Source: an optimization exercise on an open RTL-to-GDS flow (aim: small area and a short achievable clock period). Production flows keep margins and buffers that such runs may drop.
In this exercise RTL edits were held to simulation tests only and were not proved equivalent to the original.
Power and IR drop assume default switching activity.

==> flow/design.v (excerpt) <==
module stream_fifo_top (
	input  logic                          ti_clk,
	input  logic                          reset,
	input  logic                          sample_wr,
	input  stream_fifo_pkg::sample_t      sample_in,
	input  logic                          word_rd,
	output stream_fifo_pkg::sample_pair_t word_out,
	output logic                          block_rdy,
	output stream_fifo_pkg::word_count_t  fill_count
);
For scale: roughly 5400 cells after synthesis, ~85 I/O pins, roughly 100000 um^2 of cells after synthesis.
Settings: LEC_CHECK=0, CAP_MARGIN=20, CORE_MARGIN=2, CORE_UTILIZATION=60, CTS_CLUSTER_DIAMETER=100, CTS_CLUSTER_SIZE=30, SETUP_SLACK_MARGIN=5, SLEW_MARGIN=20, TNS_END_PERCENT=5; clock period 8.0 ns.
run.sh (not shown) runs the stock make flow with config.mk's settings and CLKGATE_MAP_FILE= SYNTH_SCRIPT=/design/flow/synth_recipe.tcl, a recipe that flattens the netlist after the stock synthesis.
Then changed:
Settings changed: CTS_CLUSTER_DIAMETER 100 to default, CTS_CLUSTER_SIZE 30 to default.
Result: The changed run completed without violations; area after synthesis is unchanged; global-route usage rose by 0.79 points; via count increases by 2.4%; clock-buffer cell count rose by 211.
Then changed:
Settings changed: CORE_UTILIZATION 60 to 40, SETUP_SLACK_MARGIN 5 to default, TNS_END_PERCENT 5 to default.
=> Worst setup slack loses 1.3 ns; non-clock buffer count came out lower by 134; fmax came out lower by 30%; first-iteration DRC count came out lower by 16%; register-to-register slack loses 1.3 ns; area after synthesis does not change.
Then changed:
Settings changed: CORE_UTILIZATION 40 to 60, CTS_BUF_LIST from default to sky130_fd_sc_hd__clkbuf_8, CTS_CLUSTER_SIZE from default to 30, SETUP_SLACK_MARGIN from default to 5, TNS_END_PERCENT from default to 5.
Fmax goes up by 36%.
Cell count falls by 8.7%.
Routed wire length grows by 7.4%.
Worst setup slack improves by 1.2 ns.
Via count came out higher by 4.8%.
Core utilization is higher by 24 points.
Sequential share of layout area drops by 1.2 points.
Worst hold slack is worse by 0.044 ns.
Critical path depth is lower by 7.
Die area came out lower by 33%.
Register-to-register slack gains 1.3 ns.

stream_fifo_top, a different RTL version from the one above (not shown whole).
Size in the first run: ~5400 cells after synthesis, about 85 I/O pins, ~98000 um2 of cells after synthesis.
export LEC_CHECK = 0
export CAP_MARGIN = 20
export CORE_MARGIN = 2
export CORE_UTILIZATION = 60
export CTS_CLUSTER_DIAMETER = 100
export CTS_CLUSTER_SIZE = 25
export SETUP_SLACK_MARGIN = 5
export SLEW_MARGIN = 20
export TNS_END_PERCENT = 5
create_clock -name core_clock -period 8.0 [get_ports {ti_clk}]
standard.sh (not shown) runs the stock make flow with config.mk's settings and CLKGATE_MAP_FILE= SYNTH_SCRIPT=/design/flow/synth_recipe.tcl, a recipe that flattens the netlist after the stock synthesis.
==> flow/flow/run.sh <==
#!/bin/bash
# The standard layout, with two changes to how it is made:
#  - sizing may swap a cell for one of another footprint (the platform
#    limits repair to same-footprint swaps);
#  - port buffers are buf_4 cells rather than the slow delay buffers the
#    port buffering step picks on its own.
# make's output goes to standard.log; ORFS keeps each tool's log under orfs/logs.
set -euo pipefail
bash standard.sh MATCH_CELL_FOOTPRINT=0 \
  "BUFFER_PORTS_ARGS=-buffer_cell sky130_fd_sc_hd__buf_4" \
  finish > standard.log 2>&1
Rerun with:
==> flow/run.sh (new file) <==
#!/bin/bash
# synth_recipe.tcl (not shown) runs the flow's synth.tcl, then flattens the netlist and writes it again
# the make line also repeats each setting of config.mk as NAME=value (left out here)
make -C /OpenROAD-flow-scripts/flow DESIGN_CONFIG=/design/flow/config.mk WORK_HOME=/design/flow/orfs CLKGATE_MAP_FILE= SYNTH_SCRIPT=/design/flow/synth_recipe.tcl finish
removed: flow/flow/run.sh
removed: flow/standard.sh
Worst setup slack gets better by 94 ps.
Sequential share of layout area decreases by 0.20 points.
Fmax came out higher by 2.7%.
Routed wire length increases by about 0.9%.
Clock skew came out lower by 7.1 ps.
Combinational power grows by about 3%.
Register-to-register slack gains 90 ps.
Utilization goes up by 0.22 points.
Total power is about the same.

stream_fifo_top, a different RTL version from the one above (not shown whole).
Size: roughly 5400 cells after synthesis, ~2700 flip-flops, about 85 I/O pins.
Design stream_fifo_top, start of the top module:
module stream_fifo_top (
	input  logic                          ti_clk,
	input  logic                          reset,
	input  logic                          sample_wr,
	input  stream_fifo_pkg::sample_t      sample_in,
	input  logic                          word_rd,
	output stream_fifo_pkg::sample_pair_t word_out,
	output logic                          block_rdy,
	output stream_fifo_pkg::word_count_t  fill_count
);
clock: 8.0 ns
lec_check: 0
cap_margin: 20
core_margin: 2
core_utilization: 65
cts_cluster_diameter: 90
cts_cluster_size: 30
setup_slack_margin: 5
slew_margin: 20
tns_end_percent: 5
run.sh (not shown) runs the stock make flow with config.mk's settings and CLKGATE_MAP_FILE= SYNTH_SCRIPT=/design/flow/synth_recipe.tcl, a recipe that flattens the netlist after the stock synthesis.
Stock flow here: none of the scripts above is used.
==> next run, changes <==
CORE_UTILIZATION = 60   (was 65)
CTS_CLUSTER_DIAMETER = 100   (was 90)
The new run finished with timing, DRC and antenna clean. Wire length goes up by a few percent. Combinational power goes up by a few percent. Area after synthesis stays the same. Core utilization goes down by 4.9 points. Critical path depth goes up by 1. Worst setup slack improves by 140 ps. Die area goes up by a little under a tenth. Total power goes down slightly.

## birch
stream_fifo_top, a different RTL version from the one above (not shown whole).
For scale: about 5400 cells after synthesis.
export LEC_CHECK = 0
export CAP_MARGIN = 20
export CORE_MARGIN = 2
export CORE_UTILIZATION = 60
export CTS_CLUSTER_DIAMETER = 100
export CTS_CLUSTER_SIZE = 25
export SETUP_SLACK_MARGIN = 5
export SLEW_MARGIN = 20
export TNS_END_PERCENT = 5
create_clock -name core_clock -period 8.0 [get_ports {ti_clk}]
standard.sh (not shown) runs the stock make flow with config.mk's settings and CLKGATE_MAP_FILE= SYNTH_SCRIPT=/design/flow/synth_recipe.tcl, a recipe that flattens the netlist after the stock synthesis.
==> flow/flow/run.sh <==
#!/bin/bash
# The standard layout, with one change to how it is made: port buffers are
# buf_4 cells rather than the slow delay buffers the port buffering step
# picks on its own. make's output goes to standard.log; ORFS keeps each
# tool's log under orfs/logs.
set -euo pipefail
bash standard.sh "BUFFER_PORTS_ARGS=-buffer_cell sky130_fd_sc_hd__buf_4" \
  finish > standard.log 2>&1
Both conditions hold for birch: the flow ran to the end and the final layout passed the timing, design-rule and antenna checks.
[inputs] cedar vs birch
==> flow/run.sh (new file) <==
#!/bin/bash
# synth_recipe.tcl (not shown) runs the flow's synth.tcl, then flattens the netlist and writes it again
# the make line also repeats each setting of config.mk as NAME=value (left out here)
make -C /OpenROAD-flow-scripts/flow DESIGN_CONFIG=/design/flow/config.mk WORK_HOME=/design/flow/orfs CLKGATE_MAP_FILE= SYNTH_SCRIPT=/design/flow/synth_recipe.tcl finish
removed: flow/flow/run.sh
removed: flow/standard.sh
==> results.txt <==
- cedar went all the way through synthesis, placement and routing and the layout is clean on timing, DRC and antenna.
- Diff birch -> cedar | half-perimeter wire length after placement | down slightly
- Summary of cedar over birch: buffers inserted during post-CTS setup optimization climbed 2, combined global-route utilization of all metal layers essentially unchanged, number of antenna violations at the first check in global routing shows an increase of 6, critical path depth comparable, final cell count saw an increase.
- On cedar: net switching power figure is about 0.7% higher than what birch gave.
- Compared with birch, in cedar power saw an increase; shortest clock period the worst path allows after layout increased 0.028 ns.

-- what the ideal ports hide --
How much do the figures lean on ideal ports? The routed layouts below were timed once more, with nothing changed but the port constraints.
Step 1: set_driving_cell puts a clkbuf_16 on ti_clk and a buf_2 on each other input, an assumption about the parent block.
Step 2 also shifts input and output timing later by t, the mid clock arrival at the registers, as if the neighbouring blocks saw the same clock.
Three values: no drivers, after step 1, after step 2; two values: the first two.
| run | t, ns | setup WS [ns] | hold slack, ns |
|---|---|---|---|
| the first run of note 1 | 0.850 | 4.873 / 4.806 / 4.091 | 0.522 / 0.522 / 0.522 |
| the second run of note 1 | 0.998 | 4.825 / 4.760 / 3.948 | 0.509 / 0.509 / 0.509 |
| the third run of note 1 | 1.011 | 3.496 / 3.496 / 3.114 | 0.554 / 0.554 / 0.554 |
| the fourth run of note 1 | 1.163 | 4.697 / 4.616 / 3.604 | 0.510 / 0.510 / 0.510 |
| the first run of note 2 | 0.907 | 4.381 / 4.381 / 4.067 | 0.467 / 0.467 / 0.467 |
| the second run of note 2 | 0.903 | 4.475 / 4.475 / 4.080 | 0.475 / 0.475 / 0.475 |
| the first run of note 3 | 0.857 | 4.757 / 4.707 / 3.964 | 0.515 / 0.515 / 0.515 |
| the second run of note 3 | 0.857 | 4.896 / 4.844 / 4.109 | 0.493 / 0.493 / 0.493 |
| birch | 0.860 | 4.790 / 4.790 / 4.100 | 0.554 / 0.554 / 0.554 |
| cedar | 0.871 | 4.761 / 4.755 / 4.076 | 0.549 / 0.549 / 0.549 |
After both steps setup and hold are still met in every run listed. The setup slack of the fourth run of note 1, which loses most, moves by -0.081 ns with the drivers and by -1.093 ns with both steps.
